Source: an optimization exercise on an open RTL-to-GDS flow (aim: small area, a short achievable clock period and few clock cycles). Production flows keep margins and buffers that such runs may drop.
In this exercise RTL edits were held to simulation tests only and were not proved equivalent to the original.
No activity file was given, so power comes from the tool's default toggle rates.

**run.sh**
```bash
#!/bin/bash
# synth_recipe.tcl (not shown) runs the flow's synth.tcl, then flattens the netlist and writes it again
# the make line also repeats each setting of config.mk as NAME=value (left out here)
make -C /OpenROAD-flow-scripts/flow DESIGN_CONFIG=/design/flow/config.mk WORK_HOME=/design/flow/orfs CLKGATE_MAP_FILE= SYNTH_SCRIPT=/design/flow/synth_recipe.tcl finish
```
**config.mk**
```make
export PLATFORM = sky130hd
export DESIGN_NAME = callout_timer_wheel
export DESIGN_NICKNAME = callout_timer_wheel
export VERILOG_FILES = /design/flow/design.v
export SDC_FILE = /design/flow/constraint.sdc
export NUM_CORES = 4
export LEC_CHECK = 0
export ABC_AREA = 1
export CAP_MARGIN = 20
export CORE_MARGIN = 2
export CORE_UTILIZATION = 40
export CTS_CLUSTER_DIAMETER = 100
export CTS_CLUSTER_SIZE = 24
export SETUP_SLACK_MARGIN = 2.4
export SLEW_MARGIN = 20
```
**constraint.sdc**
```tcl
create_clock -name core_clock -period 5.0 [get_ports {clk}]
set_input_delay 1.0000 -clock core_clock [delete_from_list [all_inputs] [get_ports {clk}]]
set_output_delay 1.0000 -clock core_clock [all_outputs]
set_load 0.01 [all_outputs]
```
**design.v**
```verilog
package ctw_pkg;
	localparam int TIMER_COUNT = 16;
	localparam int TIME_BITS   = 32;
	localparam int EXP_BITS    = 16;   
	localparam int ID_W        = $clog2(TIMER_COUNT);
	typedef enum logic [1:0] {
		OP_SCHED = 2'd0,
		OP_STOP  = 2'd1,
		OP_TICK  = 2'd2,
		OP_NONE  = 2'd3
	} op_t;
	typedef enum logic [1:0] {
		KIND_SCHED      = 2'd0,
		KIND_STOP       = 2'd1,
		KIND_FIRED      = 2'd2,
		KIND_IDLE_TICK  = 2'd3
	} kind_t;
endpackage
module ctw_mem (
	input  logic                                              clk,
	input  logic                                              wr_en,
	input  logic [ctw_pkg::ID_W-1:0]                          wr_addr,
	input  logic [ctw_pkg::EXP_BITS-1:0]                      wr_data,
	output logic [ctw_pkg::TIMER_COUNT*ctw_pkg::EXP_BITS-1:0] rd_all
);
	logic [ctw_pkg::EXP_BITS-1:0] mem [0:ctw_pkg::TIMER_COUNT-1];
	for (genvar i = 0; i < ctw_pkg::TIMER_COUNT; i++) begin : g_ent
		always_ff @(posedge clk) begin
			if (wr_en && (wr_addr == ctw_pkg::ID_W'(i))) begin
				mem[i] <= wr_data;
			end
		end
		assign rd_all[i*ctw_pkg::EXP_BITS +: ctw_pkg::EXP_BITS] = mem[i];
	end
endmodule
module callout_timer_wheel (
	input  logic        clk,
	input  logic        arst_n,
	input  logic        s_axis_tvalid,
	output logic        s_axis_tready,
	input  logic [23:0] s_axis_tdata,   
	input  logic [1:0]  s_axis_tuser,   
	output logic        m_axis_tvalid,
	input  logic        m_axis_tready,
	output logic [39:0] m_axis_tdata,   
	output logic [1:0]  m_axis_tuser,   
	output logic        m_axis_tlast
);
	localparam int N = ctw_pkg::TIMER_COUNT;
	localparam int E = ctw_pkg::EXP_BITS;
	logic        c_valid_q;
	logic [1:0]  c_op_q;
	logic [3:0]  c_id_q;
	logic [15:0] c_dly_q;    
	logic        c1_valid_q;
	logic [1:0]  c1_op_q;
	logic [3:0]  c1_id_q;
	logic [15:0] c1_dly_q;
	logic        ready_q;
	logic [1:0]  in_op;
	logic [3:0]  in_id;
	logic [15:0] in_dly;
	logic [31:0]  time_q;
	logic [N-1:0] pending_q;
	logic [N-1:0] fire_q;      
	logic         busy_q;      
	logic [15:0]  due_t_q;     
	logic [N-1:0] older_q [N];   
	logic         out_valid_q;
	logic [1:0]   out_kind_q;
	logic [3:0]   out_id_q;
	logic         out_pend_q;
	logic [31:0]  out_time_q;
	logic         out_last_q;
	logic         out_free, exec, accept, is_none, wr_sched;
	logic         do_sched, do_stop, do_tick, emit;
	logic [N-1:0] id_dec;
	logic [N*E-1:0] exp_all;
	logic [31:0]  sum, tinc;
	logic [E-1:0] target;
	logic [N-1:0] due;
	logic [N-1:0] oldest, rest;
	logic         more;
	logic [3:0]   oid;
	logic [N-1:0] older [N];   
	assign is_none  = c_op_q == ctw_pkg::OP_NONE;
	assign out_free = !out_valid_q || m_axis_tready;
	assign exec     = c_valid_q && (is_none || (!busy_q && out_free));
	assign s_axis_tready = ready_q;
	assign accept   = s_axis_tvalid && s_axis_tready;
	assign do_sched = exec && (c_op_q == ctw_pkg::OP_SCHED);
	assign do_stop  = exec && (c_op_q == ctw_pkg::OP_STOP);
	assign do_tick  = exec && (c_op_q == ctw_pkg::OP_TICK);
	assign emit     = busy_q && out_free;
	assign wr_sched = c_valid_q && (c_op_q == ctw_pkg::OP_SCHED) && !busy_q;
	always_comb begin
		id_dec = '0;
		id_dec[c_id_q] = 1'b1;
	end
	assign sum  = time_q + {16'd0, c_dly_q};
	assign tinc = time_q + 32'd1;
	assign target = due_t_q;
	ctw_mem u_mem (
		.clk     (clk),
		.wr_en   (wr_sched),
		.wr_addr (c_id_q),
		.wr_data (sum[E-1:0]),
		.rd_all  (exp_all)
	);
	for (genvar i = 0; i < N; i++) begin : g_due
		assign due[i] = exp_all[i*E +: E] == target;
	end
	for (genvar i = 0; i < N; i++) begin : g_old_i
		for (genvar j = 0; j < N; j++) begin : g_old_j
			if (i < j) begin : g_lo
				always_ff @(posedge clk) begin
					older_q[i][j] <= (older_q[i][j] || (wr_sched && id_dec[j])) && !(wr_sched && id_dec[i]);
				end
				assign older[i][j] = older_q[i][j];
			end else if (i > j) begin : g_hi
				assign older[i][j] = !older_q[j][i];
			end else begin : g_eq
				assign older[i][j] = 1'b0;
			end
		end
	end
	for (genvar i = 0; i < N; i++) begin : g_sel
		logic [N-1:0] beat;
		for (genvar j = 0; j < N; j++) begin : g_b
			assign beat[j] = fire_q[j] && older[j][i];
		end
		assign oldest[i] = fire_q[i] && !(|beat);
	end
	assign rest = fire_q & ~oldest;
	logic [N-1:0] t_any1, t_two1;
	logic [N/2-1:0] t_any2, t_two2;
	logic [N/4-1:0] t_any3, t_two3;
	logic [N/8-1:0] t_any4, t_two4;
	assign t_any1 = fire_q;
	assign t_two1 = '0;
	for (genvar k = 0; k < N/2; k++) begin : g_m2
		assign t_any2[k] = t_any1[2*k] | t_any1[2*k+1];
		assign t_two2[k] = t_any1[2*k] & t_any1[2*k+1];
	end
	for (genvar k = 0; k < N/4; k++) begin : g_m3
		assign t_any3[k] = t_any2[2*k] | t_any2[2*k+1];
		assign t_two3[k] = t_two2[2*k] | t_two2[2*k+1] | (t_any2[2*k] & t_any2[2*k+1]);
	end
	for (genvar k = 0; k < N/8; k++) begin : g_m4
		assign t_any4[k] = t_any3[2*k] | t_any3[2*k+1];
		assign t_two4[k] = t_two3[2*k] | t_two3[2*k+1] | (t_any3[2*k] & t_any3[2*k+1]);
	end
	assign more = t_two4[0] | t_two4[1] | (t_any4[0] & t_any4[1]);
	always_comb begin
		oid = 4'd0;
		for (int i = 0; i < N; i++) begin
			if (oldest[i]) oid = oid | 4'(i);
		end
	end
	assign in_op  = s_axis_tuser;
	assign in_id  = s_axis_tdata[3:0];
	assign in_dly = {s_axis_tdata[19:5], s_axis_tdata[4] || (s_axis_tdata[19:5] == 15'd0)};
	always_ff @(posedge clk or negedge arst_n) begin
		if (!arst_n) begin
			c_valid_q  <= 1'b0;
			c1_valid_q <= 1'b0;
			ready_q    <= 1'b1;
		end else begin
			if (exec) begin
				c_valid_q  <= c1_valid_q || accept;
				c1_valid_q <= c1_valid_q && accept;
				ready_q    <= 1'b1;
			end else begin
				c_valid_q  <= c_valid_q || accept;
				c1_valid_q <= c1_valid_q || (c_valid_q && accept);
				ready_q    <= !(c1_valid_q || (c_valid_q && accept));
			end
		end
	end
	always_ff @(posedge clk) begin
		if (exec ? c1_valid_q : !c_valid_q) begin
			if (c1_valid_q) begin
				c_op_q  <= c1_op_q;
				c_id_q  <= c1_id_q;
				c_dly_q <= c1_dly_q;
			end else begin
				c_op_q  <= in_op;
				c_id_q  <= in_id;
				c_dly_q <= in_dly;
			end
		end else if (exec && accept) begin
			c_op_q  <= in_op;
			c_id_q  <= in_id;
			c_dly_q <= in_dly;
		end
		if (accept && c_valid_q && !(exec && !c1_valid_q)) begin
			c1_op_q  <= in_op;
			c1_id_q  <= in_id;
			c1_dly_q <= in_dly;
		end
	end
	always_ff @(posedge clk or negedge arst_n) begin
		if (!arst_n) begin
			time_q    <= '0;
			due_t_q   <= 16'd2;
			pending_q <= '0;
			fire_q    <= '0;
			busy_q    <= 1'b0;
		end else begin
			if (do_sched) begin
				pending_q[c_id_q] <= 1'b1;
				fire_q[c_id_q]    <= c_dly_q == 16'd1;
			end
			if (do_stop) begin
				pending_q[c_id_q] <= 1'b0;
				fire_q[c_id_q]    <= 1'b0;
			end
			if ((do_tick || emit) && !more) begin
				due_t_q <= due_t_q + 16'd1;
			end
			if (do_tick) begin
				time_q    <= tinc;
				pending_q <= pending_q & ~fire_q;
				if (more) begin
					busy_q <= 1'b1;
					fire_q <= rest;
				end else begin
					fire_q <= due & pending_q & ~fire_q;
				end
			end
			if (emit) begin
				if (more) begin
					fire_q <= rest;
				end else begin
					busy_q <= 1'b0;
					fire_q <= due & pending_q;
				end
			end
		end
	end
	always_ff @(posedge clk or negedge arst_n) begin
		if (!arst_n) begin
			out_valid_q <= 1'b0;
		end else if (do_sched || do_stop || do_tick || emit) begin
			out_valid_q <= 1'b1;
		end else if (m_axis_tready) begin
			out_valid_q <= 1'b0;
		end
	end
	always_ff @(posedge clk) begin
		if (do_sched || do_stop) begin
			out_kind_q <= do_sched ? ctw_pkg::KIND_SCHED : ctw_pkg::KIND_STOP;
			out_id_q   <= c_id_q;
			out_pend_q <= pending_q[c_id_q];
			out_time_q <= do_sched ? sum : 32'd0;
			out_last_q <= 1'b1;
		end
		if (do_tick || emit) begin
			out_kind_q <= (fire_q != '0) ? ctw_pkg::KIND_FIRED : ctw_pkg::KIND_IDLE_TICK;
			out_id_q   <= oid;
			out_pend_q <= 1'b0;
			out_last_q <= !more;
		end
		if (do_tick) begin
			out_time_q <= (fire_q != '0) ? tinc : 32'd0;
		end
	end
	assign m_axis_tvalid = out_valid_q;
	assign m_axis_tdata  = {3'b000, out_time_q, out_pend_q, out_id_q};
	assign m_axis_tuser  = out_kind_q;
	assign m_axis_tlast  = out_last_q;
endmodule
```
==> results.py, run 1 <==
metrics = {
    "run_status": {
        "status": "no timing/DRC/antenna violations",
    },
    "synth": {
        "synth.avg_cell_area_um2": 8.29,
        "synth_largest_area_cell": "edfxtp_1",
        "synth_edf_count": 339,
        "synthFlopType": "edfxtp_1",
        "synth.area.top_cells": "edfxtp_1, nand2_1, dfxtp_1",
        "syn_inst": 3384,
        "ys_async_sr_fraction": 0.156,
        "synth.top_cell.area_share": 0.363,
        "yosysWarnings": 5,
        "ys_seq_elements": 545,
        "yosysUniqueCellTypes": 54,
        "syn_area_um2": 28000,
        "ys_seq_area_frac": 0.525,
    },
    "global_route": {
        "grt.met1_usage": 0.320,
        "grt_max_degree": 57,
        "grt_first_pass_wirelength_um": 131000,
        "antenna_found_initial": 2,
        "grt_usage": 0.241,
        "use_met3": 0.0277,
        "gr-usage-met2": 0.413,
        "grt_pass1_vias": 21400,
        "busiest_layer": "met2",
        "grt-ovfl-total": 0,
    },
    "setup_path": {
        "rr_worst_depth": 8,
        "critPathLaunchType": "flop",
        "cp-startpoint": "c_dly_q[0]",
        "crit_buf_inv": 0,
        "critical_path_depth": 8,
        "end_kind": "flop",
        "cpPeakStageDelay_ns": 0.52,
        "rr_startpoint": "c_dly_q[0]",
        "cp.arrival_ns": 2.91,
        "critPathMaxFanout": 8,
        "path_cells": "ha_2 -> fa_1 -> nand2_1 -> o21ai_1 -> nand3_1 -> nand3_2 -> or2_4 -> and2_2",
        "crit_path_end": "u_mem.mem[12][12]",
        "r2r_setup_slack_ns": 2.42,
        "rr_endpoint": "u_mem.mem[12][12]",
        "crit_type": "reg -> reg",
        "critPathSlowestCell": "edfxtp_1",
        "cp_top_family": "simple AND/OR/NAND/NOR gates",
        "required_ns": 5.33,
    },
    "timing": {
        "clock_skew_ns": 0.0246,
        "max_freq_mhz": 387,
        "hold_violations": 0,
        "rsz0062_at_grt": "true",
        "fin_tns_setup_ns": 0,
        "hold_ws_ns": 0.457,
        "setup_viol": 0,
        "drv_slew": 0,
        "period_share": 0.516,
        "worst_pin_slew_ns": 0.974,
        "max_slew_margin": 0.350,
        "min_period_ns": 2.58,
    },
    "floorplan": {
        "pin_count": 75,
        "die_x_um": 269,
        "fp.dieH_um": 269,
        "start_util": 0.402,
        "core_area_um2": 69800,
        "std_cell_rows": 97,
        "die-area_um2": 72300,
    },
    "route": {
        "routed_wl_um": 87500,
        "drt_iter0_markers": 2019,
        "ant_nets": 0,
        "vias": 22800,
        "drc": 0,
        "avgRoutedWirePerCell_um": 19.9,
        "via_per_inst": 5.17,
        "drtPass1Iterations": 5,
    },
    "layout": {
        "final_layout_size_suffix_gt1_frac": 0.0792,
        "final_cell_mix": "nand2_1, inv_1, edfxtp_1, nor2_1, o21ai_0",
        "area.sequential_um2": 14800,
        "final_common_cell": "nand2_1",
        "final_nets": 3494,
        "fin_area_um2": 31000,
        "fill_cells": 6798,
        "multiInputGateArea_um2": 11200,
        "area_growth_syn_to_layout_pct": 10.5,
    },
    "clock_tree": {
        "cts-root-buf": "clkbuf_16",
        "path_clk_slew_ns": 0.10,
        "numCtsBuffers": 27,
        "cts_tree": "yes",
        "clk_latency_ns": 0.62,
        "cts_htree_levels": 1,
        "clock_sinks": 545,
        "clock_path_buffers": 3,
    },
    "placed_design": {
        "gp_congestion": 0.937,
        "dpl-instance-area_um2": 29700,
        "port_buffers": 67,
        "hpwl_um": 61600,
    },
    "job": {
        "cap_violations": 0,
    },
    "pwr": {
        "ir_drop_uv": 304,
        "power.density_nw_per_um2": 237,
        "leakage_nw": 13.1,
    },
    "worst_hold_path": {
        "worst_hold_path_type": "in -> async",
    },
}
[area by class of cell]
cell class,count,area share
sequential,545,0.476
multi-input combinational,2284,0.363
inverter,433,0.0532
timing repair buffer,148,0.0439
tap,940,0.0379
clock buffer,43,0.0241
clock inverter,6,0.00206
timing repair inverter,1,0.000242
antenna,1,0.0000807
[how the worst min path moves through the flow]
stage,from,to,slack (ns),cells past startpoint
floorplan,older_q[0][14],older_q[0][14],0.44,2
global placement,older_q[0][9],older_q[0][9],0.46,2
detailed placement,older_q[0][8],older_q[0][8],0.46,2
CTS,older_q[0][8],older_q[0][8],0.47,2
global route,older_q[4][7],older_q[4][7],0.50,2
finish,arst_n,c1_valid_q,0.46,1
[synth_stat cells, types with 11 or more instances]
master,number
o21ai_0,229
ha_1,23
inv_1,412
mux2_2,13
nand4_1,90
dfrtp_1,83
nor2_1,305
nor3_1,45
xnor2_1,55
buf_4,12
inv_2,15
edfxtp_1,339
nand2_1,986
or2_2,31
o21ai_1,16
clkbuf_1,37
o22ai_1,26
buf_2,57
dfxtp_1,121
nor2_4,16
nand3_1,176
a21oi_1,106
buf_1,15
nor2_2,11
xor2_1,84
[report_power, final]
part | internal (W) | leakage [nW] | switching, W
combinational | 0.0000189 | 7.85 | 0.0000260
clock | 0.00107 | 0.396 | 0.00150
sequential | 0.00473 | 4.89 | 0.0000000000000000000381
[layer usage]
layer,vias up,part of all wire
met5,-,0.00015
li1,11100,-
met3,139,0.064
met2,748,0.48
met4,2,0.034
met1,10800,0.42
[kinds of logic (layout without fill, tap and decap cells)]
kind of cell | after synthesis | after routing | synth area share
AO/OA/AOI/OAI | 407 | 407 | 0.0767
AND/OR/NAND/NOR | 1695 | 1698 | 0.257
adder cells (fa/ha/maj) | 24 | 24 | 0.0110
other | 1 | 4 | 0.000134
flip-flops | 545 | 545 | 0.525
multiplexers | 13 | 13 | 0.00522
XOR/XNOR | 139 | 139 | 0.0434
buffers and inverters | 560 | 631 | 0.0808
[through the flow]
step	setup slack, ns	total power (W)	std cells	util
2_1_floorplan	2.07	0.00483	3386	-
3_3_place_gp	1.43	0.00487	4327	0.426
3_5_place_dp	1.36	0.00487	4327	0.426
4_1_cts	2.40	0.00739	4388	0.441
5_1_grt	2.36	0.00755	4400	0.444
6_report	2.42	0.00735	4401	0.444
[registers in the layout (all words and copies together) (netlist names)]
signal       flops
out_pend_q       1
due_t_q         16
out_id_q         4
time_q          32
out_time_q      32
pending_q       16
u_mem.mem      256
busy_q           1
c_op_q           2
fire_q          16
c1_op_q          2
ready_q          1
c_dly_q         16
c1_id_q          4
older_q        120
out_last_q       1
c1_valid_q       1
c1_dly_q        16
out_valid_q      1
c_valid_q        1
out_kind_q       2
c_id_q           4
[worst reg2reg max path, stage by stage, from the launching register on]
cell      delay (ns)
edfxtp_1        0.52
ha_2            0.26
fa_1            0.43
nand2_1         0.10
o21ai_1         0.12
nand3_1         0.12
nand3_2         0.14
or2_4           0.31
and2_2          0.30
[what timing repair did]
item,CTS,global route
hold buffers,0,0
resized for setup,44,47
hold endpoints to repair,0,0
cloned,2,2
endpoints found under the setup margin,255,166
buffers inserted,10,10
pin swaps,4,5
Testbench counts, summed over its fixed seeds: cycles 3,314.
==> run 2, diff against run 1 <==
--- a/config.mk
+++ b/config.mk
@@ -11,5 +11,5 @@
 export CORE_UTILIZATION = 40
 export CTS_CLUSTER_DIAMETER = 100
 export CTS_CLUSTER_SIZE = 24
-export SETUP_SLACK_MARGIN = 2.4
+export SETUP_SLACK_MARGIN = 2.55
 export SLEW_MARGIN = 20
==> results.py, run 2 <==
metrics = {
    "global_route": {
        "grt-ovfl-total": 0,
        "grt_usage": 0.245,
        "grt_pass1_vias": 21200,
        "antenna_found_initial": 4,
        "grt_max_degree": 60,
        "grt_first_pass_wirelength_um": 132000,
    },
    "synth": {
        "synth_largest_area_cell": "edfxtp_1",
        "synth_edf_count": 339,
        "synth.area.top_cells": "edfxtp_1, nand2_1, dfxtp_1",
        "synthTopCellsByCount": "nand2_1, inv_1, edfxtp_1",
        "yosysMostFrequentCell": "nand2_1",
        "ys_seq_area_frac": 0.525,
        "syn_area_um2": 28000,
        "synth.avg_cell_area_um2": 8.29,
        "yosysWarnings": 5,
        "ys_async_sr_fraction": 0.156,
        "yosysUniqueCellTypes": 54,
        "synth.top_cell.area_share": 0.363,
        "ys_seq_elements": 545,
        "syn_inst": 3384,
        "synthFlopType": "edfxtp_1",
    },
    "placed_design": {
        "gp_congestion": 0.946,
        "port_buffers": 67,
        "place_worst_setup_slack_ns": 1.32,
        "hpwl_um": 61300,
    },
    "setup_path": {
        "cp.arrival_ns": 2.82,
        "crit_type": "reg -> reg",
        "end_kind": "flop",
        "critPathLaunchType": "flop",
        "rr_worst_depth": 8,
        "critPathMaxFanout": 8,
        "required_ns": 5.36,
    },
    "pwr": {
        "leakage_nw": 13.3,
        "ir_drop_uv": 268,
        "power.density_nw_per_um2": 231,
    },
    "floorplan": {
        "fp.dieH_um": 269,
        "std_cell_rows": 97,
        "pin_count": 75,
        "core_area_um2": 69800,
        "die_x_um": 269,
        "start_util": 0.402,
        "die-area_um2": 72300,
    },
    "layout": {
        "fill_cells": 6792,
        "largestRegisters": "u_mem.mem x256, older_q x120",
        "regMostFlops": "u_mem.mem",
        "final_nets": 3545,
        "largest_register_ffs": 256,
        "final_layout_size_suffix_gt1_frac": 0.0997,
        "final_common_cell": "nand2_1",
        "area_growth_syn_to_layout_pct": 13.4,
        "final_cell_mix": "nand2_1, inv_1, edfxtp_1, nor2_1, o21ai_0",
    },
    "route": {
        "vias": 23100,
        "top_layer_used": "met4",
        "drtPass1Iterations": 6,
        "via_per_inst": 5.19,
        "avgRoutedWirePerCell_um": 20.3,
        "m1WireLength_um": 36800,
        "ant_nets": 0,
        "drc": 0,
        "routed_wl_um": 90300,
        "drt_iter0_markers": 2490,
        "dr_wl_met3_um": 6460,
        "wl_met2_um": 42900,
    },
    "clock_tree": {
        "path_clk_slew_ns": 0.10,
        "clk_latency_ns": 0.63,
        "clock_path_buffers": 3,
        "cts_tree": "yes",
        "cts-root-buf": "clkbuf_16",
        "cts_htree_levels": 1,
        "clock_sinks": 545,
        "numCtsBuffers": 27,
        "cts_hold_buf": 0,
    },
    "timing": {
        "postLayoutSetupSlackWorst_ns": 2.54,
        "fin_tns_setup_ns": 0,
        "period_share": 0.492,
        "rsz0062_at_grt": "true",
        "max_slew_margin": 0.383,
        "clock_skew_ns": 0.0285,
        "max_freq_mhz": 407,
        "worst_pin_slew_ns": 0.925,
        "drv_slew": 0,
        "hold_violations": 0,
        "hold_ws_ns": 0.473,
        "setup_viol": 0,
        "min_period_ns": 2.46,
    },
    "worst_hold_path": {
        "worst_hold_path_type": "reg -> reg",
        "whs_path_depth": 2,
    },
    "run_status": {
        "status": "no timing/DRC/antenna violations",
    },
    "job": {
        "cap_violations": 0,
    },
}
run 2: per-stage QoR:
stage          std cells  instance area (um2)  power (W)   util
2_1_floorplan       3386                28100    0.00483      -
3_5_place_dp        4331                29800    0.00487  0.427
5_1_grt             4451                31800    0.00754  0.456
3_3_place_gp        4330                29800    0.00487  0.427
4_1_cts             4419                31200    0.00739  0.447
6_report            4453                31800    0.00735  0.456
run 2: layout make-up:
| type | count | area, um2 | area share |
|---|---|---|---|
| clock inverter | 4 | 56.3 | 0.00177 |
| tap | 940 | 1180 | 0.0370 |
| antenna | 2 | 5.00 | 0.000157 |
| timing repair buffer | 194 | 1910 | 0.0601 |
| clock buffer | 45 | 764 | 0.0240 |
| multi-input combinational | 2285 | 11400 | 0.359 |
| inverter | 433 | 1680 | 0.0529 |
| timing repair inverter | 5 | 37.5 | 0.00118 |
| sequential | 545 | 14800 | 0.464 |
run 2: final timing paths:
path / endpoint / slack (ns) / startpoint
max: u_mem.mem[8][14] / 2.54 / time_q[10]
min: older_q[0][11] / 0.47 / older_q[0][11]
max reg2reg: u_mem.mem[8][14] / 2.54 / time_q[10]
min reg2reg: older_q[0][11] / 0.47 / older_q[0][11]
max in group asynchronous: fire_q[3] / 3.47 / arst_n
min in group asynchronous: time_q[14] / 0.50 / arst_n
run 2: cell families (layout without fill, tap and decap cells):
group,count (synthesis),after routing,synth area share
simple gates,1695,1699,0.257
buf+inv,560,681,0.0808
flops,545,545,0.525
compound gates,407,407,0.0767
xor+xnor,139,139,0.0434
fa+ha+maj,24,24,0.0110
mux,13,13,0.00522
other cells,1,5,0.000134
run 2: critical path, cell delays in order, from the launching register on:
cell and delay (ns):
dfrtp_1 0.49, ha_2 0.44, nand2_1 0.14, nor2_2 0.23, and2_1 0.22, nand2_2 0.08, nand2_4 0.12, nand2_2 0.18
and2_4 0.29
run 2: timing repair:
item,4_1_cts,5_1_grt
endpoints found under the hold margin,0,0
pin swaps,9,16
gates cloned,7,4
setup endpoints to repair,417,438
buffers inserted,32,28
gates resized for setup,118,77
run 2: report_power, final:
group / leakage, nW / total, W / internal (W) / switching (W)
sequential: 4.89 / 0.00473 / 0.00473 / 0.0000000000000000000393
clock: 0.392 / 0.00258 / 0.00108 / 0.00150
combinational: 8.06 / 0.0000454 / 0.0000189 / 0.0000264
run 2: routing by layer:
metal	GRT usage	vias to the layer above
met5	0	-
met4	0.0953	0
met3	0.0258	175
met2	0.416	928
met1	0.320	10900
li1	-	11200
==> run 3, diff against run 2 <==
--- a/config.mk
+++ b/config.mk
@@ -11,5 +11,5 @@
 export CORE_UTILIZATION = 40
 export CTS_CLUSTER_DIAMETER = 100
 export CTS_CLUSTER_SIZE = 24
-export SETUP_SLACK_MARGIN = 2.55
+export SETUP_SLACK_MARGIN = 2.5
 export SLEW_MARGIN = 20
==> results.py, run 3 <==
metrics = {
    "route": {
        "drtPass1Iterations": 5,
        "avgRoutedWirePerCell_um": 20.1,
        "drt_iter0_markers": 2100,
        "via_per_inst": 5.19,
        "vias": 22900,
        "routed_wl_um": 88800,
        "drc": 0,
        "ant_nets": 0,
    },
    "timing": {
        "setup_viol": 0,
        "hold_ws_ns": 0.456,
        "fin_tns_setup_ns": 0,
        "max_slew_margin": 0.431,
        "period_share": 0.493,
        "drv_slew": 0,
        "min_period_ns": 2.46,
        "rsz0062_at_grt": "true",
        "worst_pin_slew_ns": 0.853,
        "hold_violations": 0,
        "clock_skew_ns": 0.0253,
        "max_freq_mhz": 406,
    },
    "pwr": {
        "p_sw_w": 0.00153,
        "clockPowerShare": 0.351,
        "swShare": 0.208,
        "seq_power_share": 0.643,
        "leakage_nw": 13.2,
        "ir_drop_uv": 303,
        "power.density_nw_per_um2": 234,
        "combPwrFrac": 0.006,
        "p_int_w": 0.00582,
    },
    "synth": {
        "yosysUniqueCellTypes": 54,
        "synth-simple-area-share": 0.257,
        "synth.avg_cell_area_um2": 8.29,
        "synth.top_cell.area_share": 0.363,
        "syn_area_um2": 28000,
        "synthTopCellsByCount": "nand2_1, inv_1, edfxtp_1",
        "ys_seq_area_frac": 0.525,
        "synth_top_family_by_area": "simple AND/OR/NAND/NOR gates",
        "ys_async_sr_fraction": 0.156,
        "synth_largest_area_cell": "edfxtp_1",
        "synth_compound_area_frac": 0.0767,
        "ys_seq_elements": 545,
        "synth_edf_count": 339,
        "yosysMostFrequentCell": "nand2_1",
        "muxShareOfSynthArea": 0.00522,
        "synth-xor-area-share": 0.0434,
        "yosysWarnings": 5,
        "synthAdderAreaFrac": 0.0110,
        "synth.area.top_cells": "edfxtp_1, nand2_1, dfxtp_1",
        "synthFlopType": "edfxtp_1",
        "syn_inst": 3384,
    },
    "clock_tree": {
        "cts_tree": "yes",
        "path_clk_slew_ns": 0.10,
        "numCtsBuffers": 27,
        "clock_path_buffers": 3,
        "cts_htree_levels": 1,
        "cts-root-buf": "clkbuf_16",
        "cts_hold_buf": 0,
        "clk_latency_ns": 0.62,
        "clock_sinks": 545,
    },
    "placed_design": {
        "hpwl_um": 61600,
        "gp_congestion": 0.937,
        "port_buffers": 67,
    },
    "worst_hold_path": {
        "worst_hold_path_type": "in -> async",
    },
    "layout": {
        "regMostFlops": "u_mem.mem",
        "largest_register_ffs": 256,
        "final_nets": 3510,
        "final_layout_size_suffix_gt1_frac": 0.0886,
        "final_cell_mix": "nand2_1, inv_1, edfxtp_1, nor2_1, o21ai_0",
        "largestRegisters": "u_mem.mem x256, older_q x120",
        "fill_cells": 6776,
        "area_growth_syn_to_layout_pct": 11.8,
        "final_common_cell": "nand2_1",
    },
    "setup_path": {
        "crit_type": "reg -> reg",
        "critPathLaunchType": "flop",
        "path_cells": "ha_4 -> fa_2 -> nand2_1 -> nand3_1 -> nand3_1 -> nand2_2 -> nand2_2 -> nand2_4 -> or2_4 -> and2_4",
        "cpPeakStageDelay_ns": 0.53,
        "critPathSlowestCell": "edfxtp_1",
        "required_ns": 5.35,
        "end_kind": "flop",
        "crit_buf_inv": 0,
        "critPathMaxFanout": 8,
        "cp.arrival_ns": 2.81,
        "cp_top_family": "simple AND/OR/NAND/NOR gates",
    },
    "floorplan": {
        "pin_count": 75,
        "die-area_um2": 72300,
        "std_cell_rows": 97,
        "start_util": 0.402,
        "core_area_um2": 69800,
        "die_x_um": 269,
        "fp.dieH_um": 269,
    },
    "global_route": {
        "grt_pass1_vias": 21500,
        "grt_usage": 0.243,
        "grt_max_degree": 57,
        "antenna_found_initial": 2,
        "grt_first_pass_wirelength_um": 132000,
        "grt-ovfl-total": 0,
    },
    "run_status": {
        "status": "no timing/DRC/antenna violations",
    },
    "job": {
        "cap_violations": 0,
    },
}
## run 3: cell counts after synthesis
No cell type changed its count.
## run 3: path summary, 6_finish.rpt
| path | start | to | slack (ns) | depth (start not counted) |
|---|---|---|---|---|
| worst min register to register | older_q[0][8] | older_q[0][8] | 0.47 | 2 |
| worst max register to register | c_dly_q[0] | u_mem.mem[10][14] | 2.54 | 10 |
| min in group core_clock | older_q[0][8] | older_q[0][8] | 0.47 | 2 |
| max in group asynchronous | arst_n | time_q[21] | 3.55 | 2 |
| worst min-delay path | arst_n | c1_valid_q | 0.46 | 1 |
| worst max-delay path | c_dly_q[0] | u_mem.mem[10][14] | 2.54 | 10 |
## run 3: cells by family after synthesis
group | after synthesis
xor+xnor | 139
mux | 13
other cells | 1
flops | 545
simple gates | 1695
fa+ha+maj | 24
compound gates | 407
buf+inv | 560
## run 3: per-layer routing
layer / track usage / share of wire
met1: 0.321 / 0.42
met2: 0.413 / 0.48
met3: 0.0294 / 0.065
met4: 0.0805 / 0.036
met5: 0 / 0.00010
## run 3: timing repair
| action | in CTS | in global routing |
|---|---|---|
| buffers inserted | 17 | 16 |
| gates cloned | 4 | 3 |
| endpoints found under the hold margin | 0 | 0 |
| gates resized for setup | 101 | 65 |
| endpoints found under the setup margin | 305 | 287 |
| pin swaps | 6 | 13 |
## run 3: power by group through the flow
stage	Sequential [W]	Combinational [W]	Clock [W]
6_report	0.00473	0.0000452	0.00257
5_1_grt	0.00473	0.0000502	0.00277
4_1_cts	0.00473	0.0000466	0.00262
3_5_place_dp	0.00483	0.0000464	0
3_3_place_gp	0.00483	0.0000462	0
2_1_floorplan	0.00483	0.00000591	0
## run 3: worst reg2reg max path, stage by stage, from the launching register on
cell      delay (ns)
edfxtp_1        0.53
ha_4            0.23
fa_2            0.37
nand2_1         0.11
nand3_1         0.08
nand3_1         0.09
nand2_2         0.10
nand2_2         0.10
nand2_4         0.08
or2_4           0.31
and2_4          0.21
## run 3: layout make-up
cell class	count	area (um2)	area share
sequential	545	14800	0.470
multi-input combinational	2285	11400	0.364
inverter	433	1670	0.0532
timing repair buffer	162	1520	0.0485
tap	940	1180	0.0375
clock buffer	43	746	0.0238
clock inverter	6	63.8	0.00203
timing repair inverter	2	15.0	0.000479
antenna	1	2.50	0.0000798
## run 3: through the flow
stage	setup slack [ns]	utilization	instance area (um2)	cells	power, W
3_5_place_dp	1.36	0.426	29700	4327	0.00487
2_1_floorplan	2.07	-	28100	3386	0.00483
5_1_grt	2.47	0.449	31400	4416	0.00755
4_1_cts	2.46	0.443	30900	4397	0.00739
6_report	2.54	0.449	31400	4417	0.00735
3_3_place_gp	1.43	0.426	29700	4327	0.00487

==> separate check: timing with driven ports <==
Ports are ideal in the flow. The routed layouts listed here were re-timed in OpenROAD. Step 1 (the two cells are an assumption about what drives the block):
set clk [get_ports {clk}]
set_driving_cell -lib_cell sky130_fd_sc_hd__clkbuf_16 $clk
set_driving_cell -lib_cell sky130_fd_sc_hd__buf_2 [delete_from_list [all_inputs] $clk]
Step 2 adds t to the input delays and takes it off the output delays; t is the mean of the earliest and latest rising clock arrival at the registers after step 1. Input paths then give back, and output paths get back, about the clock's delay inside the block. Slacks: ideal / step 1 / step 2; pairs: ideal / step 1.
run | shift t [ns] | slack for setup (ns) | hold WS [ns] | worst setup path after step 2 | clock arrival spread, ns
run 1 | 0.671 | 2.419 / 2.353 / 1.848 | 0.457 / 0.414 / 0.475 | input to register | 0.026 / 0.026
run 2 | 0.684 | 2.541 / 2.498 / 1.999 | 0.473 / 0.455 / 0.473 | input to register | 0.033 / 0.033
run 3 | 0.674 | 2.536 / 2.485 / 1.948 | 0.456 / 0.412 / 0.472 | input to register | 0.026 / 0.026
After both steps every run listed still meets setup and hold. For run 3, which loses most, drivers alone change the setup slack by -0.051 ns; drivers and shift together by -0.588 ns.
